From an optimization exercise on the open Yosys and OpenROAD flow, aimed at small area; shortcuts taken in it are not production practice.
In this exercise RTL edits were held to simulation tests only and were not proved equivalent to the original.

$ cat flow/flow/run.sh
#!/bin/bash
# The standard layout, except that ports are buffered with buf_1 and the clock
# tree is built without dummy loads. Synthesis and every other step are the
# standard flow's.
set -euo pipefail
bash standard.sh BUFFER_PORTS_ARGS="-buffer_cell sky130_fd_sc_hd__buf_1" \
  CTS_ARGS="-sink_clustering_enable -repair_clock_nets -sink_clustering_size 30 -buf_list sky130_fd_sc_hd__clkbuf_4 -dont_use_dummy_load -sink_buffer_max_cap_derate 0.6" \
  finish > standard_flow.log 2>&1
$ cat flow/standard.sh
#!/bin/bash
# synth_recipe.tcl (not shown) runs the flow's synth.tcl, then flattens the netlist and writes it again
# the make line also repeats each setting of config.mk as NAME=value (left out here)
make -C /OpenROAD-flow-scripts/flow DESIGN_CONFIG=/design/flow/config.mk WORK_HOME=/design/flow/orfs CLKGATE_MAP_FILE= SYNTH_SCRIPT=/design/flow/synth_recipe.tcl "${@:-finish}"
$ cat flow/config.mk
export PLATFORM = sky130hd
export DESIGN_NAME = sp_noise_removal
export DESIGN_NICKNAME = sp_noise_removal
export VERILOG_FILES = /design/flow/design.v
export SDC_FILE = /design/flow/constraint.sdc
export NUM_CORES = 4
export LEC_CHECK = 0
export ABC_AREA = 1
export CAP_MARGIN = 20
export CORE_MARGIN = 2
export CORE_UTILIZATION = 40
export CTS_BUF_LIST = sky130_fd_sc_hd__clkbuf_4
export CTS_CLUSTER_SIZE = 30
export GPL_TIMING_DRIVEN = 0
export SLEW_MARGIN = 20
$ cat flow/constraint.sdc
create_clock -name core_clock -period 6.0 [get_ports {clk}]
set_input_delay 1.2000 -clock core_clock [delete_from_list [all_inputs] [get_ports {clk}]]
set_output_delay 1.2000 -clock core_clock [all_outputs]
set_load 0.01 [all_outputs]
$ cat flow/design.v
`default_nettype none
package sp_pixel_pkg;
    localparam int PIX_W   = 12;
    localparam int PIX_MAX = (1 << PIX_W) - 1;   
    localparam int WIN_N   = 5;
    localparam int WIN_MID = WIN_N / 2;   
    typedef logic [PIX_W-1:0] pixel_t;
    typedef union packed {
        logic [WIN_N*PIX_W-1:0] flat;
        pixel_t [0:WIN_N-1]     pix;
    } column_t;
    localparam int QUANT       = 68;
    localparam int QUANT_SHIFT = 4;
endpackage
`default_nettype wire
`default_nettype none
package sp_ctrl_pkg;
    typedef enum logic [1:0] {
        IDLE = 2'd0,   
        FILL = 2'd1,   
        RUN  = 2'd2    
    } win_state_t;
    localparam int CALC_LAT = 4;
    localparam int TOP_LAT = CALC_LAT + 1;
endpackage
`default_nettype wire
`timescale 1ns/1ps
`default_nettype none
module sp_noise_removal
#(
    parameter int SIGMA = 160
) (
    input  logic        clk,
    input  logic        rst_n,
    input  logic        en_i,
    input  logic [59:0] col_i,
    input  logic        border_pass_i,
    output logic [11:0] data_o,
    output logic        en_o
);
    localparam int THRESH = (SIGMA * 68) >> 4;   
    localparam logic [11:0] LO_LIM = 12'(THRESH);          
    localparam logic [11:0] HI_LIM = 12'(4095 - THRESH);   
    logic [11:0] r0, r1, r2, r3, r4;
    assign r0 = col_i[59:48];
    assign r1 = col_i[47:36];
    assign r2 = col_i[35:24];
    assign r3 = col_i[23:12];
    assign r4 = col_i[11:0];
    logic [11:0] p0_1, p0_2, p0_3, p0_4, p0_5;
    logic [11:0] p1_1, p1_2, p1_3, p1_4;
    logic [11:0] p2_1, p2_2, p2_3, n2_4, n2_5;
    logic [11:0] n3_1, n3_2, n3_3, n3_4;
    logic [11:0] n4_1, n4_2, n4_3, n4_4, n4_5;
    logic [11:0] nr4, n2_3;
    assign nr4  = ~r4;
    assign n2_3 = ~p2_3;
    always_ff @(posedge clk) begin
        p0_1 <= r0;  p0_2 <= p0_1; p0_3 <= p0_2; p0_4 <= p0_3; p0_5 <= p0_4;
        p1_1 <= r1;  p1_2 <= p1_1; p1_3 <= p1_2; p1_4 <= p1_3;
        p2_1 <= r2;  p2_2 <= p2_1; p2_3 <= p2_2; n2_4 <= n2_3; n2_5 <= n2_4;
        n3_1 <= ~r3; n3_2 <= n3_1; n3_3 <= n3_2; n3_4 <= n3_3;
        n4_1 <= nr4; n4_2 <= n4_1; n4_3 <= n4_2; n4_4 <= n4_3; n4_5 <= n4_4;
    end
    function automatic logic [11:0] absd(input logic [11:0] a, input logic [11:0] nb);
        logic [11:0] p, g, pp, gg, c;
        logic        gt;
        p = a ^ nb;
        g = a & nb;
        pp = p;
        gg = g;
        for (int l = 0; l < 4; l++) begin
            for (int i = 0; i < 12; i++) begin
                if ((i >> l) & 1) begin
                    gg[i] = gg[i] | (pp[i] & gg[((i >> l) << l) - 1]);
                    pp[i] = pp[i] & pp[((i >> l) << l) - 1];
                end
            end
        end
        gt = gg[11];
        c[0] = gt;
        for (int i = 1; i < 12; i++) c[i] = gg[i-1] | (pp[i-1] & gt);
        absd = p ^ c ^ {12{~gt}};
    endfunction
    function automatic logic [12:0] gsum(input logic [11:0] x, input logic [11:0] y);
        gsum = {1'b0, x} + {1'b0, y};
    endfunction
    function automatic logic [11:0] intp4(input logic [11:0] oa, input logic [11:0] ob,
                                          input logic [11:0] ia, input logic [11:0] ib);
        logic [10:0] x, y, z, w;
        logic [11:0] s1, c1, s2, c2;
        logic [12:0] t;
        x = oa[11:1];
        y = ob[11:1];
        z = ia[11:1];
        w = ib[11:1];
        s1 = {1'b0, x ^ y ^ z};
        c1 = {(x & y) | (x & z) | (y & z), 1'b0};
        s2 = s1 ^ c1 ^ {1'b0, w};
        c2 = {(s1[10:0] & c1[10:0]) | (s1[10:0] & w) | (c1[10:0] & w), 1'b0};
        t = {1'b0, s2} + {1'b0, c2} + {12'd0, oa[0] | ob[0]} + {12'd0, ia[0] | ib[0]} + 13'd1;
        intp4 = t[12:1];
    endfunction
    logic [12:0] g_h, g_v, g_d, g_z;
    assign g_h = gsum(absd(r2,   n2_4), absd(p2_1, n2_3));
    assign g_v = gsum(absd(p0_2, n4_2), absd(p1_2, n3_2));
    assign g_d = gsum(absd(r0,   n4_4), absd(p1_1, n3_3));
    assign g_z = gsum(absd(p0_4, nr4 ), absd(p1_3, n3_1));
    logic lt_vh, lt_dh, lt_zh, lt_dv, lt_zv, lt_zd;
    assign lt_vh = g_v < g_h;
    assign lt_dh = g_d < g_h;
    assign lt_zh = g_z < g_h;
    assign lt_dv = g_d < g_v;
    assign lt_zv = g_z < g_v;
    assign lt_zd = g_z < g_d;
    logic [1:0] dir;   
    always_comb begin
        if (lt_zh && lt_zv && lt_zd)       dir = 2'd3;
        else if (lt_dh && lt_dv)           dir = 2'd2;
        else if (lt_vh)                    dir = 2'd1;
        else                               dir = 2'd0;
    end
    logic [1:0] dir_q;
    logic       border_q;
    always_ff @(posedge clk) begin
        dir_q    <= dir;
        border_q <= border_pass_i;
    end
    logic [11:0] oa, ob, ia, ib;
    always_comb begin
        case (dir_q)
            2'd0:    begin oa = p2_1; ob = ~n2_5; ia = p2_2; ib = ~n2_4; end
            2'd1:    begin oa = p0_3; ob = ~n4_3; ia = p1_3; ib = ~n3_3; end
            2'd2:    begin oa = p0_1; ob = ~n4_5; ia = p1_2; ib = ~n3_4; end
            default: begin oa = p0_5; ob = ~n4_1; ia = p1_4; ib = ~n3_2; end
        endcase
    end
    logic [11:0] intp;
    assign intp = intp4(oa, ob, ia, ib);
    logic replace;
    assign replace = !border_q &&
                     (((p2_3 == 12'd0)   && (intp > LO_LIM)) ||
                      ((p2_3 == 12'hfff) && (intp < HI_LIM)));
    always_ff @(posedge clk) begin
        data_o <= replace ? intp : p2_3;
    end
    logic [2:0] run_q;
    logic       full;
    logic       v1_q;
    assign full = run_q[2];
    always_ff @(posedge clk or negedge rst_n) begin
        if (!rst_n) begin
            run_q <= '0;
            v1_q  <= 1'b0;
            en_o  <= 1'b0;
        end else begin
            run_q <= !en_i ? 3'd0 : (full ? run_q : run_q + 3'd1);
            v1_q  <= en_i && full;
            en_o  <= v1_q;
        end
    end
endmodule
`default_nettype wire
==> results of run 1 <==
-- metal layers --
metal,vias up,share of wire (%),track usage [%]
li1,7321,-,-
met2,387,45,37.59
met3,88,5.3,3.752
met1,6705,46,30.65
met4,0,3.9,10.22
met5,-,0,0
-- stage by stage --
stage | instances
after detailed placement | 2774
after floorplan | 2113
after CTS | 2851
after global placement | 2774
after global routing | 2853
final | 2853
-- cell families (layout without fill, tap and decap cells) --
group	count (synthesis)	after routing
buffers and inverters	325	478
AOI/OAI and AO/OA	374	374
adders and majority gates	257	257
xor gates and xnor gates	172	172
DFF	296	296
other	0	2
and+or+nand+nor	689	689
-- critical path, cell delays in order --
cell and delay [ns]:
buf_1 0.07, inv_1 0.06, ha_1 0.30, inv_1 0.07
nor3_1 0.24, nand2_1 0.11, o21ai_1 0.19, nand4_1 0.10
nand2_1 0.16, buf_2 0.33, xor2_1 0.21, xor2_1 0.49
ha_1 0.41, a21oi_1 0.22, nor2_1 0.06, a211oi_1 0.24
nand3_1 0.15, a21oi_1 0.15, o21bai_1 0.16, ha_1 0.33
a211o_1 0.29, a2111oi_1 0.46, nand3_1 0.19, nand2_1 0.15
-- placed cells by master (no fill, tap or decap), types with 5 or more instances in the layout --
master	count
buf_1	80
buf_2	6
a21oi_1	127
nand3_2	8
a221oi_1	7
nand4_1	30
o21bai_1	20
nor2_1	97
nand3_1	109
ha_1	231
o21ai_1	15
xor2_1	123
o21ai_0	88
o31ai_1	24
xnor2_1	44
nand2_1	394
a211oi_1	9
o22ai_1	22
nand3b_1	5
dfxtp_1	291
dfrtp_1	5
clkbuf_4	77
nand2_2	15
a31oi_1	10
nor3_1	17
fa_1	26
clkbuf_1	17
a21o_1	27
o211ai_1	6
inv_1	289
-- cell type report --
cell class / count / area share, %
Sequential cell: 296 / 31.30
Inverter: 291 / 5.746
Clock buffer: 77 / 3.041
Buffer: 34 / 0.9148
Timing Repair Buffer: 76 / 1.501
Tap cell: 585 / 3.850
Antenna cell: 2 / 0.02633
Multi-Input combinational cell: 1492 / 53.62
-- path summary, 6_finish.rpt --
path / startpoint / to / slack (ns) / cells after the start
min in group core_clock: p0_3[11] / p0_4[11] / 0.32 / 0
min reg2reg: p0_3[11] / p0_4[11] / 0.32 / 0
max reg2reg: dir_q[0] / data_o[2] / 0.47 / 26
max in group asynchronous: rst_n / v1_q / 5.50 / 1
min: rst_n / en_o / 0.28 / 1
max: col_i[4] / dir_q[0] / 0.34 / 24
-- cell usage after synthesis, drive strengths merged (5+ instances only) --
master    n
xor2    126
buf      17
dfxtp   291
a221oi    7
inv     290
nand3b    5
o31ai    24
o22ai    22
nand4    31
o21ai   103
nand3   117
o211ai    6
clkbuf   17
a31oi    12
fa       26
a21oi   129
a211oi    9
ha      231
xnor2    45
a21o     27
dfrtp     5
o21bai   22
nor2    101
nor3     17
nand2   411
==> results.toml, run 1 <==
[final_layout]
drive_above_1_share_pct = 6.046
utilization_pct = 44.23
multi_input_area_sq_mm = 0.01019
syn2layout_area_growth_pct = 9.396
final_area_sq_mm = 0.01901
seqCellArea_sq_mm = 0.005951
num-fill-cells = 4424
layout.nets = 2589

[synthesis]
ys_seq_area_share_pct = 34.24
synth.area.mux_share_pct = 0
synth.distinct_cells = 54
synth_flop_cell = "dfxtp_1"
ys_seq_elements = 296
synth_largest_area_cell = "dfxtp_1"
yosys.area.top_type_share_pct = 33.52
synth_edf_count = 0
mappedNetlistArea_sq_mm = 0.01738
avgSynthCellArea_sq_um = 8.224
syn-num-nets = 2434
synth-compound-area-share_pct = 12.95
yosys.area_share.simple_pct = 17.16
synth_top_family_by_area = "adder cells"
yosys.area_share.adder_pct = 19.63
synth-warning-count = 1
async_flop_share_pct = 1.689
synth.area.top_cells = "dfxtp_1 (34%), ha_1 (17%), nand2_1 (8.5%)"
synth-xor-area-share_pct = 8.748
syn_inst = 2113

[run]
max-cap-violations = 0

[timing]
skew_ns = 0.05989
relSlewSlack_pct = 56.58
setup_viol = 0
whs_ns = 0.2774
setup_slack_ns = 0.3395
fin_crit_ns = 5.661
hold_viol = 0
tightestPinTransition_ns = 0.6466
rsz0062_at_grt = "false"
clock.fmax_ghz = 0.1767
post-route-period-util_pct = 94.34
slew_viol_final = 0
fin_setup_tns_ns = 0

[cts]
cts_inserted_buffers = 77
cts.clk_slew.worst_paths_ns = 0.06
htree_levels = 3
cts-root-buf = "clkbuf_4"
tritoncts = "built"
post-cts-setup-buffers = 0
cts_resized = 0
clkSinkCount = 296
clock_path_buffers = 3
holdBufCountCts = 0
clk-insertion-delay-late_ns = 0.77

[critical_path]
timing.critical_path.arrival_ns = 6.35
worstPathRequired_ns = 6.69
critical_path_class = "in2reg"
critical_path.endpoint_type = "register"
worstSetupStartpointType = "primary input"
critPathMaxFanout = 10

[die]
start_util_pct = 40.43
io_pins = 77
core_area_sq_mm = 0.04298
die_w_um = 212.4
dieArea_sq_mm = 0.04513
die-height_um = 212.4
num_rows = 76

[drt]
antenna_left = 0
drc = 0
viasPerCell = 5.083
wire_per_inst_um = 18.05
wl_mm = 51.49
dr.pass1.iters = 5
drt_iter0_markers = 781
dr_total_vias = 14501

[outcome]
status = "timing/DRC/antenna clean"

[placement]
placed_cell_area_sq_mm = 0.01840
post-dp-hpwl_mm = 43.07
port_buffers = 76
place.gp.congestion = 0.9153
dp_slack_ns = -0.5471

[worst_hold_path]
worstHoldPathType = "in2async"

[global_route]
grt_overflow = 0
grt_pass1_vias = 14287
antenna_found_initial = 2
grt_max_degree = 12
track_usage_pct = 23.27
grt_pass1_wl_mm = 78.43
==> run 2, diff against run 1 <==
==> flow/flow/run.sh (replaced) <==
#!/bin/bash
# The standard layout, except that ports are buffered with buf_1 and the clock
# tree is built without dummy loads. Synthesis and every other step are the
# standard flow's.
set -euo pipefail
bash standard.sh BUFFER_PORTS_ARGS="-buffer_cell sky130_fd_sc_hd__buf_1" \
  CTS_ARGS="-sink_clustering_enable -repair_clock_nets -sink_clustering_size 30 -buf_list sky130_fd_sc_hd__clkbuf_4 -dont_use_dummy_load" \
  finish > standard_flow.log 2>&1
==> run 2 against run 1 <==
  * Critical path type unchanged
  * Clock-buffer cell count unchanged
  * Setup slack unchanged
  * Non-clock buffer count is the same
  * Critical path depth stayed put
  * Area after synthesis did not move
  * First-iteration DRC count stayed put
==> results.toml, run 2 <==
[timing]
whs_ns = 0.2774
clock.fmax_ghz = 0.1767
tightestPinTransition_ns = 0.6466
skew_ns = 0.05989
fin_setup_tns_ns = 0
setup_viol = 0
fin_crit_ns = 5.661
setup_slack_ns = 0.3395
rsz0062_at_grt = "false"
relSlewSlack_pct = 56.58
slew_viol_final = 0
hold_viol = 0
post-route-period-util_pct = 94.34

[cts]
holdBufCountCts = 0
htree_levels = 3
cts.clk_slew.worst_paths_ns = 0.06
clock_path_buffers = 3
cts-root-buf = "clkbuf_4"
clk-insertion-delay-late_ns = 0.77
tritoncts = "built"
cts_inserted_buffers = 77
clkSinkCount = 296

[synthesis]
syn-num-nets = 2434
mappedNetlistArea_sq_mm = 0.01738
synth.area.top_cells = "dfxtp_1 (34%), ha_1 (17%), nand2_1 (8.5%)"
synth_edf_count = 0
synth_largest_area_cell = "dfxtp_1"
ys_seq_elements = 296
yosys.area.top_type_share_pct = 33.52
yosysMostFrequentCell = "nand2_1"
synth.distinct_cells = 54
synth_common_cells = "nand2_1 (394), dfxtp_1 (291), inv_1 (289)"
ys_seq_area_share_pct = 34.24
synth-warning-count = 1
synth_flop_cell = "dfxtp_1"
avgSynthCellArea_sq_um = 8.224
async_flop_share_pct = 1.689
syn_inst = 2113

[critical_path]
r2r-start = "dir_q[0]"
worstPathRequired_ns = 6.69
crit_end = "dir_q[0]"
crit_cells = 24
timing.critical_path.arrival_ns = 6.35
cp_top_family = "compound AO/OA/AOI/OAI gates"
critPathMaxFanout = 10
r2r_setup_slack_ns = 0.47
worstSetupStartpointType = "primary input"
reg2reg_to = "data_o[2]"
cp-startpoint = "col_i[4]"
critical_path_class = "in2reg"
crit_path_cell_trace = "buf_1 > inv_1 > ha_1 > inv_1 > nor3_1 > nand2_1 > o21ai_1 > nand4_1 > nand2_1 > buf_2 > xor2_1 > xor2_1 > ha_1 > a21oi_1 > nor2_1 > a211oi_1 > nand3_1 > a21oi_1 > o21bai_1 > ha_1 > a211o_1 > a2111oi_1 > nand3_1 > nand2_1"
reg2regPathDepth = 26
critical_path.endpoint_type = "register"
slowest_delay_ns = 0.49
worst-path-buf-inv = 4
crit_slowest_cell = "xor2_1"

[drt]
dr_total_vias = 14501
wl_met1_mm = 23.54
wl_mm = 51.49
routed-wl-met2_mm = 23.21
drc = 0
drt_iter0_markers = 781
antenna_left = 0
dr.pass1.iters = 5
top_layer_used = "met4"
wl_met3_mm = 2.743
wire_per_inst_um = 18.05
viasPerCell = 5.083

[placement]
dp_slack_ns = -0.5471
placed_cell_area_sq_mm = 0.01840
port_buffers = 76
placedCellCount = 2774
post-dp-hpwl_mm = 43.07
place.gp.congestion = 0.9153

[global_route]
grt_overflow = 0
grt_max_degree = 12
track_usage_pct = 23.27
antenna_found_initial = 2
grt_pass1_vias = 14287
grt_pass1_wl_mm = 78.43

[final_layout]
utilization_pct = 44.23
final_area_sq_mm = 0.01901
num-fill-cells = 4424
drive_above_1_share_pct = 6.046
syn2layout_area_growth_pct = 9.396
final_common_cell = "nand2_1"
layout_common_cells = "nand2_1 (394), dfxtp_1 (291), inv_1 (289)"
layout.nets = 2589
fin_cells = 2853

[die]
io_pins = 77
die-height_um = 212.4
dieArea_sq_mm = 0.04513
start_util_pct = 40.43
core_area_sq_mm = 0.04298
die_w_um = 212.4
num_rows = 76

[run]
max-cap-violations = 0

[worst_hold_path]
worstHoldPathType = "in2async"

[outcome]
status = "timing/DRC/antenna clean"
## run 2: metal layers
| layer | up-vias | GRT usage (%) |
|---|---|---|
| met2 | 387 | 37.59 |
| met5 | - | 0 |
| met4 | 0 | 10.22 |
| li1 | 7321 | - |
| met1 | 6705 | 30.65 |
| met3 | 88 | 3.752 |
## run 2: cells by family after synthesis
logic type | share of synthesized area (%)
AO/OA/AOI/OAI | 12.95
XOR/XNOR | 8.748
adder cells (fa/ha/maj) | 19.63
buffers and inverters | 7.279
flip-flops | 34.24
AND/OR/NAND/NOR | 17.16
## run 2: how the worst min path moves through the flow
stage	endpoint	slack [ns]	from
after floorplan	n4_2[0]	0.33	n4_1[0]
after global placement	en_o	0.34	v1_q
after detailed placement	n4_4[10]	0.34	n4_3[10]
after CTS	en_o	0.20	rst_n
after global routing	en_o	0.25	rst_n
final	en_o	0.28	rst_n
## run 2: worst reg2reg max path: stages, from the launching register on
cell	delay, ns
dfxtp_1	0.40
inv_2	0.14
nor2_4	0.07
inv_1	0.17
clkbuf_1	0.50
o22ai_1	0.30
o31ai_1	0.26
inv_1	0.09
fa_1	0.53
fa_1	0.42
ha_1	0.29
ha_1	0.35
a21oi_1	0.32
nand2_1	0.18
nand2_1	0.10
nand2_1	0.06
xor2_1	0.17
inv_1	0.13
nand3_1	0.10
nor2_1	0.17
nand3_1	0.10
nand3_1	0.09
nand3_2	0.09
nand2_4	0.10
buf_4	0.16
nand3_1	0.10
nand2_1	0.10
## run 2: timing repair
action                     CTS  global route
gates resized for setup      0             7
buffers inserted             0             0
setup endpoints to repair    0             5
## run 2: cell type report
type	count	area [sq um]	share of cell area, %
Antenna cell	2	5.005	0.02633
Buffer	34	173.9	0.9148
Clock buffer	77	578.1	3.041
Inverter	291	1092	5.746
Multi-Input combinational cell	1492	10190	53.62
Sequential cell	296	5951	31.30
Tap cell	585	732.0	3.850
Timing Repair Buffer	76	285.3	1.501
==> run 3, diff against run 2 <==
==> flow/flow/run.sh (replaced) <==
#!/bin/bash
# The standard layout, except that ports are buffered with buf_1 and the clock
# tree is built without dummy loads. Synthesis and every other step are the
# standard flow's.
set -euo pipefail
bash standard.sh BUFFER_PORTS_ARGS="-buffer_cell sky130_fd_sc_hd__buf_1" \
  CTS_ARGS="-sink_clustering_enable -repair_clock_nets -sink_clustering_size 30 -buf_list {sky130_fd_sc_hd__clkbuf_2 sky130_fd_sc_hd__clkbuf_4} -root_buf sky130_fd_sc_hd__clkbuf_4 -tree_buf sky130_fd_sc_hd__clkbuf_4 -sink_clustering_buffer sky130_fd_sc_hd__clkbuf_2 -dont_use_dummy_load" \
  finish > standard_flow.log 2>&1
==> run 3 against run 2 <==
  * Final area is 0.91% lower
  * Clock skew up 0.030 ns
  * Routed wire length decreased by 0.31%
  * Synthesized cell count is the same
  * Non-clock buffer count shrank 1
  * Hold slack improved by 0.030 ns
  * Area after synthesis unchanged
  * Critical path depth rose by 5
  * Via count fell by 0.12%
  * Largest cell class unchanged
==> results.toml, run 3 <==
[die]
dieArea_sq_mm = 0.04513
io_pins = 77
die-height_um = 212.4
core_area_sq_mm = 0.04298
num_rows = 76
start_util_pct = 40.43
die_w_um = 212.4

[synthesis]
synth.area.mux_share_pct = 0
ys_seq_elements = 296
synth_flop_cell = "dfxtp_1"
yosysMostFrequentCell = "nand2_1"
synth_edf_count = 0
synth.distinct_cells = 54
ys_seq_area_share_pct = 34.24
synth-compound-area-share_pct = 12.95
syn-num-nets = 2434
synth-warning-count = 1
avgSynthCellArea_sq_um = 8.224
synth_top_family_by_area = "adder cells"
synth_largest_area_cell = "dfxtp_1"
yosys.area.top_type_share_pct = 33.52
synth_common_cells = "nand2_1 (394), dfxtp_1 (291), inv_1 (289)"
async_flop_share_pct = 1.689
synth-xor-area-share_pct = 8.748
yosys.area_share.adder_pct = 19.63
syn_inst = 2113
synth.area.top_cells = "dfxtp_1 (34%), ha_1 (17%), nand2_1 (8.5%)"
yosys.area_share.simple_pct = 17.16
mappedNetlistArea_sq_mm = 0.01738

[final_layout]
syn2layout_area_growth_pct = 8.395
layout.nets = 2586
layout_common_cells = "nand2_1 (394), dfxtp_1 (291), inv_1 (289)"
drive_above_1_share_pct = 6.054
fin_cells = 2849
final_common_cell = "nand2_1"

[drt]
drc = 0
drt_iter0_markers = 853
dr_total_vias = 14483
antenna_left = 0
wl_mm = 51.32
viasPerCell = 5.084
wire_per_inst_um = 18.01
dr.pass1.iters = 5

[timing]
skew_ns = 0.09030
hold_viol = 0
slew_viol_final = 0
setup_viol = 0
setup_slack_ns = 0.4347
fin_setup_tns_ns = 0
rsz0062_at_grt = "false"
relSlewSlack_pct = 54.73
post-route-period-util_pct = 92.75
tightestPinTransition_ns = 0.6742
clock.fmax_ghz = 0.1797
whs_ns = 0.3079
fin_crit_ns = 5.565

[global_route]
track_usage_pct = 23.28
grt_pass1_wl_mm = 78.54
busiest_layer = "met2"
antenna_found_initial = 1
grt_pass1_vias = 14265
use_met1_pct = 30.76
grtUsageMet2_pct = 37.55
grt.met3_usage_pct = 3.885
grt_max_degree = 12
grt_overflow = 0

[cts]
htree_levels = 3
clkSinkCount = 296
clock_path_buffers = 3
clk-insertion-delay-late_ns = 0.78
cts-root-buf = "clkbuf_4"
cts_inserted_buffers = 75
post-cts-setup-buffers = 0
tritoncts = "built"
cts.clk_slew.worst_paths_ns = 0.09

[placement]
post-dp-hpwl_mm = 43.07
place.gp.congestion = 0.9153
dp_slack_ns = -0.5471
port_buffers = 76
placedCellCount = 2774

[critical_path]
crit_top_cell = "nand2_1"
critical_path.endpoint_type = "register"
critPathMaxFanout = 5
crit_slowest_cell = "xnor2_1"
slowest_delay_ns = 0.56
worstSetupStartpointType = "primary input"
cp-startpoint = "col_i[28]"
worstPathRequired_ns = 6.63
critical_path_class = "in2reg"
timing.critical_path.arrival_ns = 6.19
r2r-start = "dir_q[0]"

[worst_hold_path]
worstHoldPathType = "in2async"

[run]
max-cap-violations = 0

[outcome]
status = "timing/DRC/antenna clean"
run 3: timing repair:
item | CTS | global route
gates resized for setup | 0 | 9
setup endpoints to repair | 0 | 5
hold buffers | 0 | 0
run 3: layout make-up:
class	count	area [sq um]
sequential	296	5951
timing repair buffer	76	285.3
antenna	1	2.502
multi-input combinational	1492	10210
clock buffer	75	397.9
tap	585	732.0
fill	4433	24140
buffer	33	170.2
inverter	291	1092
run 3: final timing paths:
check | endpoint | slack, ns | cells past startpoint
setup / recovery | dir_q[0] | 0.43 | 29
hold / removal | en_o | 0.31 | 1
setup reg to reg | data_o[3] | 0.50 | 26
hold reg to reg | n3_2[1] | 0.31 | 0
max in group asynchronous | v1_q | 5.47 | 1
min in group core_clock | n3_2[1] | 0.31 | 0
run 3: cell families (layout without fill, tap and decap cells):
| family | count (synthesis) | after routing |
|---|---|---|
| AOI/OAI and AO/OA | 374 | 374 |
| xor gates and xnor gates | 172 | 172 |
| adders and majority gates | 257 | 257 |
| buffers and inverters | 325 | 475 |
| DFF | 296 | 296 |
| other | 0 | 1 |
| and+or+nand+nor | 689 | 689 |
run 3: metal layers:
metal,share of wire (%),up-vias
li1,-,7305
met1,46,6663
met2,45,415
met3,5.4,100
met4,4.2,0
met5,0,-
run 3: metrics by stage:
step	instance area, sq um	util [%]
global route	18840	43.83
global placement	18400	42.80
CTS	18790	43.72
floorplan	17380	-
finish	18840	43.83
detailed placement	18400	42.80
run 3: worst max-delay path: cells and delay by family:
family	cells	cell delay (ns)
AOI/OAI and AO/OA	9	1.63
xor gates and xnor gates	3	0.95
and+or+nand+nor	11	1.18
adders and majority gates	3	1.00
buffers and inverters	3	0.23
==> run 4, diff against run 3 <==
--- a/flow/design.v
+++ b/flow/design.v
@@ -95,10 +95,10 @@
         z = ia[11:1];
         w = ib[11:1];
         s1 = {1'b0, x ^ y ^ z};
-        c1 = {(x & y) | (x & z) | (y & z), 1'b0};
+        c1 = {(x & y) | (x & z) | (y & z), oa[0] | ob[0]};
         s2 = s1 ^ c1 ^ {1'b0, w};
-        c2 = {(s1[10:0] & c1[10:0]) | (s1[10:0] & w) | (c1[10:0] & w), 1'b0};
-        t = {1'b0, s2} + {1'b0, c2} + {12'd0, oa[0] | ob[0]} + {12'd0, ia[0] | ib[0]} + 13'd1;
+        c2 = {(s1[10:0] & c1[10:0]) | (s1[10:0] & w) | (c1[10:0] & w), ia[0] | ib[0]};
+        t = {1'b0, s2} + {1'b0, c2} + 13'd1;
         intp4 = t[12:1];
     endfunction
     logic [12:0] g_h, g_v, g_d, g_z;
==> flow/flow/run.sh (replaced) <==
#!/bin/bash
# The standard layout, except that ports are buffered with buf_1 and the clock
# tree is built without dummy loads. Synthesis and every other step are the
# standard flow's.
set -euo pipefail
bash standard.sh BUFFER_PORTS_ARGS="-buffer_cell sky130_fd_sc_hd__buf_1" \
  CTS_ARGS="-sink_clustering_enable -repair_clock_nets -sink_clustering_size 30 -buf_list sky130_fd_sc_hd__clkbuf_4 -dont_use_dummy_load" \
  finish > standard_flow.log 2>&1
--- a/flow/config.mk
+++ b/flow/config.mk
@@ -8,7 +8,7 @@
 export ABC_AREA = 1
 export CAP_MARGIN = 20
 export CORE_MARGIN = 2
-export CORE_UTILIZATION = 40
+export CORE_UTILIZATION = 65
 export CTS_BUF_LIST = sky130_fd_sc_hd__clkbuf_4
 export CTS_CLUSTER_SIZE = 30
 export GPL_TIMING_DRIVEN = 0
==> run 4 against run 3 <==
  * Area after synthesis decreased by 1.0%
  * First-iteration DRC count increased by 26%
  * Setup slack lost 0.18 ns
  * Sequential share of layout area grew 0.37 points
  * Final cell count shrank 8.7%
  * Core utilization up 28 points
  * Hold slack worse by 0.013 ns
  * Fmax shrank 3.1%
  * Critical path depth is 2 higher
  * Clock skew down 0.0026 ns
  * Die area shrank 38%
==> results.toml, run 4 <==
[timing]
relSlewSlack_pct = 34.06
clock.fmax_ghz = 0.1742
skew_ns = 0.08773
slew_viol_final = 0
fin_crit_ns = 5.742
post-route-period-util_pct = 95.70
tightestPinTransition_ns = 0.9820
setup_viol = 0
hold_viol = 0
whs_ns = 0.2952
fin_setup_tns_ns = 0

[cts]
cts.clk_slew.worst_paths_ns = 0.07
htree_levels = 3
tritoncts = "built"
clock_path_buffers = 3
clk-insertion-delay-late_ns = 0.69
cts_inserted_buffers = 75
cts-root-buf = "clkbuf_4"
clkSinkCount = 296

[worst_hold_path]
worstHoldPathType = "reg2reg"
hold_depth = 0

[drt]
antenna_left = 0
wl_met1_mm = 20.53
top_layer_used = "met4"
dr_total_vias = 14527
drt_iter0_markers = 1077
wl_met3_mm = 3.459
routed-wl-met2_mm = 21.71
wl_mm = 48.69
dr.pass1.iters = 5
viasPerCell = 5.587
drc = 0
wire_per_inst_um = 18.73

[final_layout]
final_area_sq_mm = 0.01862
seqCellArea_sq_mm = 0.005951
final_common_cell = "nand2_1"
num-fill-cells = 2128
multi_input_area_sq_mm = 0.009936
layout.nets = 2573
layout_common_cells = "nand2_1 (377), inv_1 (330), dfxtp_1 (291)"
drive_above_1_share_pct = 6.941
syn2layout_area_growth_pct = 8.242

[critical_path]
worstSetupStartpointType = "primary input"
reg2regPathDepth = 28
crit_slowest_cell = "ha_2"
r2r-start = "n3_3[1]"
crit_end = "dir_q[0]"
slowest_delay_ns = 0.38
timing.critical_path.arrival_ns = 6.28
crit_top_cell = "nand2_1"
reg2reg_to = "dir_q[0]"
critical_path_class = "in2reg"
critPathMaxFanout = 10
worstPathRequired_ns = 6.54
critical_path.endpoint_type = "register"
r2r_setup_slack_ns = 0.47
cp-startpoint = "col_i[49]"

[synthesis]
synth.distinct_cells = 52
yosys.area_share.simple_pct = 16.67
synth-warning-count = 1
yosysMostFrequentCell = "nand2_1"
syn-num-nets = 2415
synth_largest_area_cell = "dfxtp_1"
ys_seq_elements = 296
synth.area.mux_share_pct = 0
synth-xor-area-share_pct = 9.217
synth_flop_cell = "dfxtp_1"
avgSynthCellArea_sq_um = 8.167
yosys.area.top_type_share_pct = 33.87
ys_seq_area_share_pct = 34.60
async_flop_share_pct = 1.689
synth_top_family_by_area = "adder cells"
synth_edf_count = 0
yosys.area_share.adder_pct = 19.00
synth_common_cells = "nand2_1 (377), inv_1 (330), dfxtp_1 (291)"
mappedNetlistArea_sq_mm = 0.01720
synth-compound-area-share_pct = 12.31
syn_inst = 2106
synth.area.top_cells = "dfxtp_1 (34%), ha_1 (16%), nand2_1 (8.2%)"

[die]
die_w_um = 166.7
num_rows = 59
io_pins = 77
die-height_um = 166.7
start_util_pct = 66.19
core_area_sq_mm = 0.02598
dieArea_sq_mm = 0.02778

[outcome]
status = "timing/DRC/antenna clean"

[global_route]
grt_pass1_wl_mm = 74.66
track_usage_pct = 34.89
grt_pass1_vias = 14252
antenna_found_initial = 3
grt_overflow = 0
grt_max_degree = 11

[run]
max-cap-violations = 0

[placement]
post-dp-hpwl_mm = 40.06
port_buffers = 76
placed_cell_area_sq_mm = 0.01790
place.gp.congestion = 0.9646
[run 4: cell count changes in the layout (fill, tap and decap cells not counted), moves of 9 or more]
cell / change
o21ai_1: -9
nor2_1: -9
ha_1: -15
nand2_1: -17
clkbuf_4: +68
inv_1: +41
nand3_1: -14
clkbuf_2: -67
xor2_1: +14
[run 4: cell type report]
cell class / instances / share of cell area, %
multi-input combinational: 1446 / 53.37
sequential: 296 / 31.96
inverter: 334 / 6.734
clock buffer: 75 / 3.024
tap: 335 / 2.251
timing repair buffer: 81 / 1.734
buffer: 30 / 0.8804
antenna: 3 / 0.04033
[run 4: layer usage]
layer  global-route usage, %  vias to the layer above
met1                   44.08                     6569
met5                       0                        -
met2                   56.27                      594
li1                        -                     7214
met3                   6.155                      150
met4                   20.43                        0
[run 4: cells by family (layout without fill, tap and decap cells)]
group	count (synthesis)	after routing
xor+xnor	181	181
buf+inv	364	520
flops	296	296
simple gates	657	657
fa+ha+maj	245	245
other cells	0	3
compound gates	363	363
[run 4: worst min-delay path by stage]
stage | startpoint | endpoint
2_1_floorplan | p0_1[0] | p0_2[0]
3_3_place_gp | v1_q | en_o
3_5_place_dp | v1_q | en_o
4_1_cts | n4_3[2] | n4_4[2]
5_1_grt | n4_3[2] | n4_4[2]
6_report | n4_3[2] | n4_4[2]
[run 4: what timing repair did]
action / 4_1_cts / 5_1_grt
hold buffers: 0 / 0
endpoints found under the setup margin: 0 / 2
buffers inserted: 0 / 5
endpoints found under the hold margin: 0 / 0
gates resized for setup: 0 / 26
[run 4: worst max-delay path, delay by kind of cell]
kind            cells  cell delay, ns
xor+xnor            2            0.51
buf+inv             4            0.42
fa+ha+maj           3            0.99
compound gates     10            1.86
simple gates       12            1.28
[run 4: through the flow]
stage	instances	util, %	setup WS [ns]
6_report	2600	71.64	0.2581
3_5_place_dp	2517	68.90	-0.5445
3_3_place_gp	2517	68.90	-0.5559
4_1_cts	2592	71.07	0.003432
5_1_grt	2598	71.62	-0.02292
2_1_floorplan	2106	-	0.5880
==> run 5, diff against run 4 <==
--- a/flow/config.mk
+++ b/flow/config.mk
@@ -8,7 +8,7 @@
 export ABC_AREA = 1
 export CAP_MARGIN = 20
 export CORE_MARGIN = 2
-export CORE_UTILIZATION = 65
+export CORE_UTILIZATION = 40
 export CTS_BUF_LIST = sky130_fd_sc_hd__clkbuf_4
 export CTS_CLUSTER_SIZE = 30
 export GPL_TIMING_DRIVEN = 0
==> run 5 against run 4 <==
  * Clock skew increased by 0.027 ns
  * Non-clock buffer count decreased by 3
  * Critical path type unchanged
  * Fmax increased by 0.68%
  * Via count decreased by 0.85%
  * Setup slack improved by 0.039 ns
  * Sequential share of layout area decreased by 0.40 points
  * Highest routed layer unchanged
==> results.toml, run 5 <==
[outcome]
status = "timing/DRC/antenna clean"

[critical_path]
timing.critical_path.arrival_ns = 6.34
worstPathRequired_ns = 6.63
critPathMaxFanout = 10
critical_path.endpoint_type = "register"
worstSetupStartpointType = "primary input"
slowest_delay_ns = 0.36
critical_path_class = "in2reg"
crit_slowest_cell = "nor3_1"

[synthesis]
ys_seq_elements = 296
mappedNetlistArea_sq_mm = 0.01720
yosysMostFrequentCell = "nand2_1"
yosys.area.top_type_share_pct = 33.87
synth_common_cells = "nand2_1 (377), inv_1 (330), dfxtp_1 (291)"
synth.area.mux_share_pct = 0
async_flop_share_pct = 1.689
synth-warning-count = 1
synth_edf_count = 0
avgSynthCellArea_sq_um = 8.167
synth-xor-area-share_pct = 9.217
ys_seq_area_share_pct = 34.60
synth.distinct_cells = 52
synth_largest_area_cell = "dfxtp_1"
syn-num-nets = 2415
synth-compound-area-share_pct = 12.31
yosys.area_share.adder_pct = 19.00
synth_flop_cell = "dfxtp_1"
syn_inst = 2106
synth.area.top_cells = "dfxtp_1 (34%), ha_1 (16%), nand2_1 (8.2%)"
yosys.area_share.simple_pct = 16.67
synth_top_family_by_area = "adder cells"

[drt]
wl_mm = 50.84
antenna_left = 0
dr.pass1.iters = 7
drt_iter0_markers = 971
viasPerCell = 5.139
drc = 0
dr_total_vias = 14404
wire_per_inst_um = 18.14

[placement]
port_buffers = 76
post-dp-hpwl_mm = 42.17
place.gp.congestion = 0.9543
placedCellCount = 2721

[cts]
clk-insertion-delay-late_ns = 0.80
clkSinkCount = 296
cts.clk_slew.worst_paths_ns = 0.07
htree_levels = 3
cts_inserted_buffers = 77
clock_path_buffers = 3
cts-root-buf = "clkbuf_4"
tritoncts = "built"

[final_layout]
utilization_pct = 44.65
syn2layout_area_growth_pct = 9.617
final_common_cell = "nand2_1"
layout_common_cells = "nand2_1 (377), inv_1 (330), dfxtp_1 (291)"
drive_above_1_share_pct = 6.811
layout.nets = 2572
fin_cells = 2803

[die]
core_area_sq_mm = 0.04223
die_w_um = 211.4
dieArea_sq_mm = 0.04467
die-height_um = 211.4
start_util_pct = 40.73
io_pins = 77
num_rows = 75

[timing]
tightestPinTransition_ns = 0.7594
skew_ns = 0.1144
post-route-period-util_pct = 95.05
relSlewSlack_pct = 49.20
slew_viol_final = 0
fin_setup_tns_ns = 0
fin_crit_ns = 5.703
hold_viol = 0
clock.fmax_ghz = 0.1753
setup_viol = 0

[worst_hold_path]
worstHoldPathType = "in2async"

[global_route]
grt_overflow = 0
grt_max_degree = 13
grt_pass1_wl_mm = 77.07
antenna_found_initial = 2
grt_pass1_vias = 13964
track_usage_pct = 23.09

[run]
max-cap-violations = 0
## run 5: changes by cell type in the layout (fill, tap and decap cells not counted), sizes merged
cell,delta
clkbuf,+1
buf,-2
## run 5: timing repair
item	CTS	global route
hold buffers	0	0
resized for setup	0	20
setup endpoints to repair	0	12
buffers inserted	0	3
## run 5: area by class of cell
type	count	area, sq um
antenna	3	7.507
sequential	296	5951
tap	539	674.4
clock buffer	77	578.1
fill	4224	23370
buffer	29	160.2
inverter	334	1254
timing repair buffer	79	307.8
multi-input combinational	1446	9921
## run 5: logic make-up after synthesis
| group | after synthesis |
|---|---|
| compound gates | 363 |
| xor+xnor | 181 |
| fa+ha+maj | 245 |
| buf+inv | 364 |
| flops | 296 |
| simple gates | 657 |
## run 5: worst paths after layout
| check | startpoint | to | slack (ns) | depth (start not counted) |
|---|---|---|---|---|
| setup / recovery | col_i[4] | dir_q[1] | 0.30 | 28 |
| setup reg to reg | p2_3[1] | dir_q[1] | 0.45 | 29 |
| hold / removal | rst_n | run_q[1] | 0.29 | 1 |
| hold reg to reg | p0_2[10] | p0_3[10] | 0.29 | 0 |
| min in group core_clock | p0_2[10] | p0_3[10] | 0.29 | 0 |
| max in group asynchronous | rst_n | en_o | 5.49 | 1 |
## run 5: critical path: cells and delay by family
family	cells	cell delay [ns]
simple gates	7	1.05
xor+xnor	2	0.47
compound gates	10	2.00
buf+inv	6	0.67
fa+ha+maj	3	0.95
## run 5: through the flow
stage	setup slack (ns)	hold WS, ns	cell area (sq um)
after floorplan	0.5880	0.3259	17200
after global placement	-0.5234	0.3332	18160
after detailed placement	-0.5682	0.3376	18160
after CTS	0.1730	0.2145	18740
after global routing	-0.06549	0.2598	18850
final	0.2968	0.2868	18850
## run 5: per-layer routing
layer / global-route usage (%) / wire length (um) / vias to the layer above
li1: - / - / 7216
met1: 31.07 / 23680 / 6688
met2: 36.85 / 22420 / 402
met3: 3.753 / 2776 / 98
met4: 9.495 / 1956 / 0
met5: 0 / 0 / -
==> run 6, diff against run 5 <==
==> flow/flow/run.sh (replaced) <==
#!/bin/bash
# The standard layout, except that ports are buffered with buf_1 and the clock
# tree is built without dummy loads. Synthesis and every other step are the
# standard flow's.
set -euo pipefail
bash standard.sh BUFFER_PORTS_ARGS="-buffer_cell sky130_fd_sc_hd__buf_1" \
  CTS_ARGS="-sink_clustering_enable -repair_clock_nets -sink_clustering_size 30 -sink_clustering_max_diameter 120 -buf_list sky130_fd_sc_hd__clkbuf_16 -dont_use_dummy_load" \
  finish > standard_flow.log 2>&1
==> run 6 against run 5 <==
  * Still clean on timing, DRC and antenna
  * Clock skew decreased by 0.059 ns
  * Final cell count fell by 2.2%
  * Critical endpoint unchanged
  * Largest cell class unchanged
  * Highest routed layer unchanged
==> results.toml, run 6 <==
[outcome]
status = "timing/DRC/antenna clean"

[critical_path]
slowest_delay_ns = 0.40
reg2regPathDepth = 31
worstSetupStartpointType = "primary input"
critical_path.endpoint_type = "register"
critPathMaxFanout = 6
timing.critical_path.arrival_ns = 6.11
crit_slowest_cell = "xor2_1"
worstPathRequired_ns = 6.40
critical_path_class = "in2reg"
crit_top_cell = "nand2_1"

[synthesis]
async_flop_share_pct = 1.689
synth_edf_count = 0
yosysMostFrequentCell = "nand2_1"
ys_seq_area_share_pct = 34.60
synth_largest_area_cell = "dfxtp_1"
mappedNetlistArea_sq_mm = 0.01720
synth-warning-count = 1
syn-num-nets = 2415
synth_flop_cell = "dfxtp_1"
syn_inst = 2106
synth.area.top_cells = "dfxtp_1 (34%), ha_1 (16%), nand2_1 (8.2%)"
synth_common_cells = "nand2_1 (377), inv_1 (330), dfxtp_1 (291)"
yosys.area.top_type_share_pct = 33.87
avgSynthCellArea_sq_um = 8.167
ys_seq_elements = 296
synth.distinct_cells = 52

[die]
start_util_pct = 40.73
num_rows = 75
dieArea_sq_mm = 0.04467
die_w_um = 211.4
core_area_sq_mm = 0.04223
die-height_um = 211.4
io_pins = 77

[cts]
htree_levels = 1
cts-root-buf = "clkbuf_16"
tritoncts = "built"
cts.clk_slew.worst_paths_ns = 0.11
clock_path_buffers = 3
clkSinkCount = 296
cts_inserted_buffers = 14
clk-insertion-delay-late_ns = 0.51

[drt]
dr.pass1.iters = 5
drt_iter0_markers = 1064
drc = 0
wire_per_inst_um = 18.27
antenna_left = 0
wl_mm = 50.09
dr_total_vias = 14004
viasPerCell = 5.109

[final_layout]
syn2layout_area_growth_pct = 8.992
antenna_cells = 0
layout_common_cells = "nand2_1 (376), inv_1 (330), dfxtp_1 (291)"
layout.nets = 2513
final_common_cell = "nand2_1"
final_area_sq_mm = 0.01875
drive_above_1_share_pct = 4.995

[placement]
dp_slack_ns = -0.5682
post-dp-hpwl_mm = 42.17
place.gp.congestion = 0.9543
port_buffers = 76
placed_cell_area_sq_mm = 0.01816

[global_route]
grt_pass1_vias = 13444
track_usage_pct = 22.42
grt_overflow = 0
antenna_found_initial = 0
grt_pass1_wl_mm = 75.73
grt_max_degree = 31

[timing]
clock.fmax_ghz = 0.1754
setup_slack_ns = 0.2973
relSlewSlack_pct = 49.41
slew_viol_final = 0
post-route-period-util_pct = 95.04
hold_viol = 0
fin_crit_ns = 5.703
setup_viol = 0
tightestPinTransition_ns = 0.7563
skew_ns = 0.05538

[run]
max-cap-violations = 0

[worst_hold_path]
worstHoldPathType = "reg2reg"
hold_depth = 0
run 6: cell counts after synthesis:
Identical to the previous run, type by type.
run 6: path summary, 6_finish.rpt:
path / from / endpoint / slack, ns
setup / recovery: col_i[4] / dir_q[1] / 0.30
hold / removal: p0_2[4] / p0_3[4] / 0.34
setup reg to reg: p2_3[1] / dir_q[1] / 0.55
hold reg to reg: p0_2[4] / p0_3[4] / 0.34
max in group asynchronous: rst_n / run_q[2] / 5.25
min in group asynchronous: rst_n / v1_q / 0.51
run 6: layer usage:
layer  vias up  GRT usage [%]  wire length [um]
met4         0          7.674              1952
met2       364          36.45             22120
met1      6495          31.57             23540
met5         -              0                 0
met3        77          1.469              2478
li1       7068              -                 -
run 6: critical path: cells and delay by family:
family                   cells  cell delay, ns
AO/OA/AOI/OAI                7            1.35
XOR/XNOR                     2            0.72
adder cells (fa/ha/maj)      3            0.97
buffers and inverters        5            0.36
AND/OR/NAND/NOR             13            1.48
run 6: cell type report:
cell class,count,area (sq um)
Buffer,29,162.7
Sequential cell,296,5951
Multi-Input combinational cell,1446,10020
Tap cell,539,674.4
Clock buffer,14,350.3
Fill cell,4207,23480
Inverter,334,1254
Timing Repair Buffer,83,337.8
run 6: metrics by stage:
step	hold WS (ns)	setup TNS, ns	instances	utilization (%)
after floorplan	0.3259	0	2106	-
after global placement	0.3332	-1.041	2721	43.00
after detailed placement	0.3376	-1.135	2721	43.00
after CTS	0.3336	0	2736	43.87
after global routing	0.3374	-0.2171	2741	44.39
final	0.3356	0	2741	44.39
run 6: cells by family after synthesis:
family	share of synthesized area (%)
adders and majority gates	19.00
xor gates and xnor gates	9.217
DFF	34.60
buffers and inverters	8.206
AOI/OAI and AO/OA	12.31
and+or+nand+nor	16.67
run 6: what timing repair did:
item	in CTS	in global routing
pin swaps	2	5
buffers inserted	1	6
hold buffers	0	0
gates cloned	0	0
gates resized for setup	2	40
setup endpoints to repair	2	12
==> run 7, diff against run 6 <==
==> flow/flow/run.sh (replaced) <==
#!/bin/bash
# The standard layout, except that ports are buffered with buf_1 and the clock
# tree is built without dummy loads. Synthesis and every other step are the
# standard flow's.
set -euo pipefail
bash standard.sh BUFFER_PORTS_ARGS="-buffer_cell sky130_fd_sc_hd__buf_1" \
  CTS_ARGS="-sink_clustering_enable -repair_clock_nets -sink_clustering_size 12 -sink_clustering_max_diameter 80 -buf_list sky130_fd_sc_hd__clkbuf_8 -dont_use_dummy_load" \
  finish > standard_flow.log 2>&1
==> run 7 against run 6 <==
  * Register-to-register slack lost 0.05 ns
  * Critical path depth is 2 lower
  * Sequential share of layout area rose by 0.11 points
  * Flip-flop and latch count is the same
  * Clock skew increased by 0.041 ns
  * Critical endpoint unchanged
  * Still clean
  * Setup slack better by 0.010 ns
  * Synthesized cell count did not move
==> results.toml, run 7 <==
[final_layout]
final_common_cell = "nand2_1"
antenna_cells = 0
drive_above_1_share_pct = 4.878
syn2layout_area_growth_pct = 8.613
fin_cells = 2753
layout.nets = 2525
layout_common_cells = "nand2_1 (377), inv_1 (330), dfxtp_1 (291)"
num-fill-cells = 4216
final_area_sq_mm = 0.01868

[synthesis]
synth.area.top_cells = "dfxtp_1 (34%), ha_1 (16%), nand2_1 (8.2%)"
mappedNetlistArea_sq_mm = 0.01720
yosys.area.top_type_share_pct = 33.87
synth_flop_cell = "dfxtp_1"
ys_seq_elements = 296
async_flop_share_pct = 1.689
synth.distinct_cells = 52
synth_edf_count = 0
synth_common_cells = "nand2_1 (377), inv_1 (330), dfxtp_1 (291)"
yosysMostFrequentCell = "nand2_1"
syn_inst = 2106
avgSynthCellArea_sq_um = 8.167
syn-num-nets = 2415
synth-warning-count = 1
synth_largest_area_cell = "dfxtp_1"
ys_seq_area_share_pct = 34.60

[critical_path]
worstPathRequired_ns = 6.54
reg2regPathDepth = 29
timing.critical_path.arrival_ns = 6.23
worstSetupStartpointType = "primary input"
critical_path_class = "in2reg"
critPathMaxFanout = 10
critical_path.endpoint_type = "register"
r2r_setup_slack_ns = 0.50
slowest_delay_ns = 0.34
crit_slowest_cell = "nor3_1"

[worst_hold_path]
hold_depth = 0
worstHoldPathType = "reg2reg"

[cts]
clkSinkCount = 296
clk-insertion-delay-late_ns = 0.63
cts.clk_slew.worst_paths_ns = 0.09
htree_levels = 1
clock_path_buffers = 3
cts-root-buf = "clkbuf_8"
tritoncts = "built"
cts_inserted_buffers = 29
holdBufCountCts = 0

[timing]
setup_viol = 0
tightestPinTransition_ns = 1.073
skew_ns = 0.09608
relSlewSlack_pct = 27.97
clock.fmax_ghz = 0.1757
hold_viol = 0
setup_slack_ns = 0.3074
post-route-period-util_pct = 94.88
whs_ns = 0.2635
slew_viol_final = 0
fin_crit_ns = 5.693

[drt]
viasPerCell = 5.112
wl_mm = 50.47
dr.pass1.iters = 5
drc = 0
drt_iter0_markers = 1002
dr_total_vias = 14073
antenna_left = 0
wire_per_inst_um = 18.33

[die]
die_w_um = 211.4
die-height_um = 211.4
num_rows = 75
core_area_sq_mm = 0.04223
io_pins = 77
start_util_pct = 40.73
dieArea_sq_mm = 0.04467

[run]
max-cap-violations = 0

[placement]
place.gp.congestion = 0.9543
post-dp-hpwl_mm = 42.17
placed_cell_area_sq_mm = 0.01816
dp_slack_ns = -0.5682
port_buffers = 76
placedCellCount = 2721

[global_route]
grt_overflow = 0
grt_pass1_wl_mm = 76.40
grt_max_degree = 16
antenna_found_initial = 0
track_usage_pct = 22.67
grt_pass1_vias = 13642

[outcome]
status = "timing/DRC/antenna clean"
run 7: path summary, 6_finish.rpt:
kind                                from        to
worst max-delay path            col_i[4]  dir_q[1]
worst min-delay path             p0_1[2]   p0_2[2]
worst max register to register   p2_3[1]  dir_q[1]
worst min register to register   p0_1[2]   p0_2[2]
max in group asynchronous          rst_n  run_q[1]
min in group asynchronous          rst_n      v1_q
run 7: timing repair:
| item | in CTS | in global routing |
|---|---|---|
| gates resized for setup | 0 | 25 |
| setup buffers | 0 | 3 |
| setup endpoints to repair | 0 | 12 |
run 7: area by class of cell:
cell class	instances	area [sq um]	share of cell area, %
buffer	30	165.2	0.8841
clock buffer	29	399.1	2.137
inverter	334	1254	6.711
multi-input combinational	1446	9930	53.15
sequential	296	5951	31.86
tap	539	674.4	3.610
timing repair buffer	79	307.8	1.648
run 7: cell families after synthesis:
kind of cell    Yosys count  share of synthesized area, %
compound gates          363                         12.31
simple gates            657                         16.67
buf+inv                 364                         8.206
flops                   296                         34.60
xor+xnor                181                         9.217
fa+ha+maj               245                         19.00
run 7: worst max-delay path: cells and delay by family:
family	cells	cell delay [ns]
adder cells (fa/ha/maj)	3	0.95
XOR/XNOR	2	0.47
AND/OR/NAND/NOR	7	1.03
buffers and inverters	6	0.66
AO/OA/AOI/OAI	10	1.90
run 7: per-layer routing:
| metal | wire, um | GRT usage [%] |
|---|---|---|
| met2 | 22200 | 36.60 |
| met5 | 0 | 0 |
| met3 | 2897 | 2.210 |
| met4 | 2025 | 8.305 |
| met1 | 23340 | 31.46 |
run 7: through the flow:
stage | setup TNS, ns | utilization (%)
final | 0 | 44.24
after global routing | -0.1227 | 44.24
after CTS | 0 | 43.95
after detailed placement | -1.135 | 43.00
after global placement | -1.041 | 43.00
after floorplan | 0 | -
==> run 8, diff against run 7 <==
--- a/flow/design.v
+++ b/flow/design.v
@@ -82,8 +82,28 @@
         for (int i = 1; i < 12; i++) c[i] = gg[i-1] | (pp[i-1] & gt);
         absd = p ^ c ^ {12{~gt}};
     endfunction
-    function automatic logic [12:0] gsum(input logic [11:0] x, input logic [11:0] y);
-        gsum = {1'b0, x} + {1'b0, y};
+    function automatic logic [12:0] sdiff(input logic [11:0] a, input logic [11:0] nb);
+        logic [11:0] p, g, pp, gg, c;
+        logic        gt;
+        p = a ^ nb;
+        g = a & nb;
+        pp = p;
+        gg = g;
+        for (int l = 0; l < 4; l++) begin
+            for (int i = 0; i < 12; i++) begin
+                if ((i >> l) & 1) begin
+                    gg[i] = gg[i] | (pp[i] & gg[((i >> l) << l) - 1]);
+                    pp[i] = pp[i] & pp[((i >> l) << l) - 1];
+                end
+            end
+        end
+        gt = gg[11];
+        c[0] = 1'b0;
+        for (int i = 1; i < 12; i++) c[i] = gg[i-1];
+        sdiff = {gt, p ^ c ^ {12{~gt}}};
+    endfunction
+    function automatic logic [12:0] gsum(input logic [11:0] x, input logic [12:0] yi);
+        gsum = {1'b0, x} + {1'b0, yi[11:0]} + {12'd0, yi[12]};
     endfunction
     function automatic logic [11:0] intp4(input logic [11:0] oa, input logic [11:0] ob,
                                           input logic [11:0] ia, input logic [11:0] ib);
@@ -102,10 +122,10 @@
         intp4 = t[12:1];
     endfunction
     logic [12:0] g_h, g_v, g_d, g_z;
-    assign g_h = gsum(absd(r2,   n2_4), absd(p2_1, n2_3));
-    assign g_v = gsum(absd(p0_2, n4_2), absd(p1_2, n3_2));
-    assign g_d = gsum(absd(r0,   n4_4), absd(p1_1, n3_3));
-    assign g_z = gsum(absd(p0_4, nr4 ), absd(p1_3, n3_1));
+    assign g_h = gsum(absd(r2,   n2_4), sdiff(p2_1, n2_3));
+    assign g_v = gsum(absd(p0_2, n4_2), sdiff(p1_2, n3_2));
+    assign g_d = gsum(absd(r0,   n4_4), sdiff(p1_1, n3_3));
+    assign g_z = gsum(absd(p0_4, nr4 ), sdiff(p1_3, n3_1));
     logic lt_vh, lt_dh, lt_zh, lt_dv, lt_zv, lt_zd;
     assign lt_vh = g_v < g_h;
     assign lt_dh = g_d < g_h;
==> run 8 against run 7 <==
  * Still clean on timing, DRC and antenna
  * Setup slack got worse by 0.015 ns
  * Non-clock buffer count increased by 2
  * Flip-flop and latch count unchanged
  * Critical path depth increased by 6
  * Final cell count decreased by 2.8%
  * Register-to-register slack got worse by 0.21 ns
==> results.toml, run 8 <==
[synthesis]
synth_common_cells = "nand2_1 (363), dfxtp_1 (291), inv_1 (284)"
async_flop_share_pct = 1.689
ys_seq_area_share_pct = 35.13
synth.area.top_cells = "dfxtp_1 (34%), ha_1 (16%), nand2_1 (8.0%)"
avgSynthCellArea_sq_um = 8.365
synth.distinct_cells = 48
ys_seq_elements = 296
yosysMostFrequentCell = "nand2_1"
synth-warning-count = 1
synth_edf_count = 0
yosys.area.top_type_share_pct = 34.39
synth_flop_cell = "dfxtp_1"
syn-num-nets = 2342
syn_inst = 2025
mappedNetlistArea_sq_mm = 0.01694
synth_largest_area_cell = "dfxtp_1"

[drt]
antenna_left = 0
viasPerCell = 5.145
dr_total_vias = 13768
dr.pass1.iters = 5
drt_iter0_markers = 953
wire_per_inst_um = 19.49
wl_mm = 52.17
drc = 0

[die]
die-height_um = 209.8
die_w_um = 209.8
start_util_pct = 40.48
core_area_sq_mm = 0.04185
dieArea_sq_mm = 0.04401
num_rows = 75
io_pins = 77

[cts]
cts_inserted_buffers = 31
htree_levels = 1
cts.clk_slew.worst_paths_ns = 0.08
clkSinkCount = 296
clk-insertion-delay-late_ns = 0.67
clock_path_buffers = 3
cts-root-buf = "clkbuf_8"
tritoncts = "built"

[final_layout]
final_common_cell = "nand2_1"
utilization_pct = 44.23
antenna_cells = 0
drive_above_1_share_pct = 3.978
syn2layout_area_growth_pct = 9.285
layout.nets = 2456
layout_common_cells = "nand2_1 (362), dfxtp_1 (291), inv_1 (284)"

[critical_path]
timing.critical_path.arrival_ns = 6.23
worst-path-buf-inv = 4
critical_path.endpoint_type = "register"
reg2reg_to = "dir_q[0]"
crit_end = "dir_q[0]"
slowest_delay_ns = 0.48
critPathMaxFanout = 10
crit_cells = 34
worstSetupStartpointType = "register"
crit_top_cell = "nand2_1"
r2r-start = "p0_2[1]"
worstPathRequired_ns = 6.52
r2r_setup_slack_ns = 0.29
cp-startpoint = "p0_2[1]"
reg2regPathDepth = 34
crit_slowest_cell = "fa_1"
critical_path_class = "reg2reg"
cp_top_family = "compound AO/OA/AOI/OAI gates"

[global_route]
grt_pass1_vias = 13308
grt_pass1_wl_mm = 77.64
grt_overflow = 0
antenna_found_initial = 1
grt_max_degree = 17
track_usage_pct = 23.58

[placement]
place.gp.congestion = 0.9323
post-dp-hpwl_mm = 43.66
port_buffers = 76

[outcome]
status = "timing/DRC/antenna clean"

[timing]
hold_viol = 0
skew_ns = 0.07421
fin_crit_ns = 5.708
whs_ns = 0.3090
slew_viol_final = 0
tightestPinTransition_ns = 0.8058
rsz0062_at_grt = "true"
clock.fmax_ghz = 0.1752
setup_viol = 0
relSlewSlack_pct = 44.89
post-route-period-util_pct = 95.13

[worst_hold_path]
worstHoldPathType = "reg2reg"

[run]
max-cap-violations = 0
[run 8: cells by family (layout without fill, tap and decap cells)]
logic type | after synthesis | after routing | synth area share [%]
simple gates | 626 | 626 | 15.47
compound gates | 337 | 337 | 11.55
buf+inv | 318 | 430 | 7.179
flops | 296 | 296 | 35.13
fa+ha+maj | 253 | 253 | 20.59
xor+xnor | 195 | 195 | 10.08
[run 8: timing repair]
item	CTS	global route
hold buffers	0	0
resized for setup	0	33
setup endpoints to repair	0	12
buffers inserted	0	6
[run 8: worst register-to-register path: cells and delay by family (launching register included)]
family,cells,cell delay (ns)
AOI/OAI and AO/OA,12,1.77
xor gates and xnor gates,2,0.62
adders and majority gates,3,1.13
buffers and inverters,4,0.58
DFF,1,0.33
and+or+nand+nor,13,1.19
[run 8: final cells by class]
type,instances,area [sq um]
plain buffers,29,140.1
clock buffers,31,426.7
fillers,4193,23340
inverters,288,1081
multi-input cells,1411,9910
flip-flops and latches,296,5951
well taps,539,674.4
repair buffers,82,330.3
[run 8: per-stage QoR]
step	TNS (ns)	cells	instance area [sq um]	setup WS, ns
global placement	-1.036	2640	17900	-0.5192
floorplan	0	2025	16940	0.8435
finish	0	2676	18510	0.2925
detailed placement	-1.038	2640	17900	-0.5284
global route	-0.05639	2676	18510	-0.03818
CTS	0	2671	18330	0.07144
[run 8: worst min-delay path by stage]
stage,startpoint,endpoint,depth (start not counted)
2_1_floorplan,p0_1[0],p0_2[0],0
3_3_place_gp,p0_3[0],p0_4[0],0
3_5_place_dp,p0_3[0],p0_4[0],0
4_1_cts,p0_3[2],p0_4[2],0
5_1_grt,p0_3[2],p0_4[2],0
6_report,p0_3[2],p0_4[2],0
[run 8: layer usage]
layer  GRT usage (%)  vias to the layer above  part of all wire [%]
met4           7.435                        0                   3.1
met5               0                        -                     0
met2           38.97                      371                    46
met3           3.292                       80                   6.0
met1           31.88                     6484                    45
li1                -                     6833                     -

port drivers added, routing unchanged:
How much do the figures lean on ideal ports? The routed layouts below were timed once more, with nothing changed but the port constraints. Step 1 sets driving cells, clkbuf_16 on the clock port and buf_2 on the other inputs (assumed; they add their load-dependent delay and slew). Step 2 moves the port delays by t, midway between the first and last clock arrival at a register: inputs arrive t later, outputs are due t later. That takes back most of the time a late clock gives input paths. Slacks: ideal ports / drivers / drivers and shift; pairs: ideal ports / drivers.
run | t (ns) | slack for setup (ns) | clock arrival spread, ns | worst slew at a driven data input, ns | pins driven straight from the clock port
run 1 | 0.785 | 0.339 / 0.368 / -0.417 | 0.064 / 0.065 | 0.04 | 1
run 2 | 0.785 | 0.339 / 0.368 / -0.417 | 0.064 / 0.065 | 0.04 | 1
run 3 | 0.773 | 0.435 / 0.462 / -0.311 | 0.113 / 0.112 | 0.04 | 1
run 4 | 0.690 | 0.258 / 0.273 / -0.417 | 0.088 / 0.088 | 0.04 | 1
run 5 | 0.782 | 0.297 / 0.324 / -0.458 | 0.136 / 0.136 | 0.04 | 1
run 6 | 0.538 | 0.297 / 0.329 / -0.209 | 0.055 / 0.056 | 0.04 | 1
run 7 | 0.635 | 0.307 / 0.332 / -0.303 | 0.104 / 0.105 | 0.04 | 1
run 8 | 0.674 | 0.292 / 0.292 / -0.319 | 0.105 / 0.105 | 0.04 | 1
With both steps, setup timing fails in every run listed, where it was met with ideal ports.
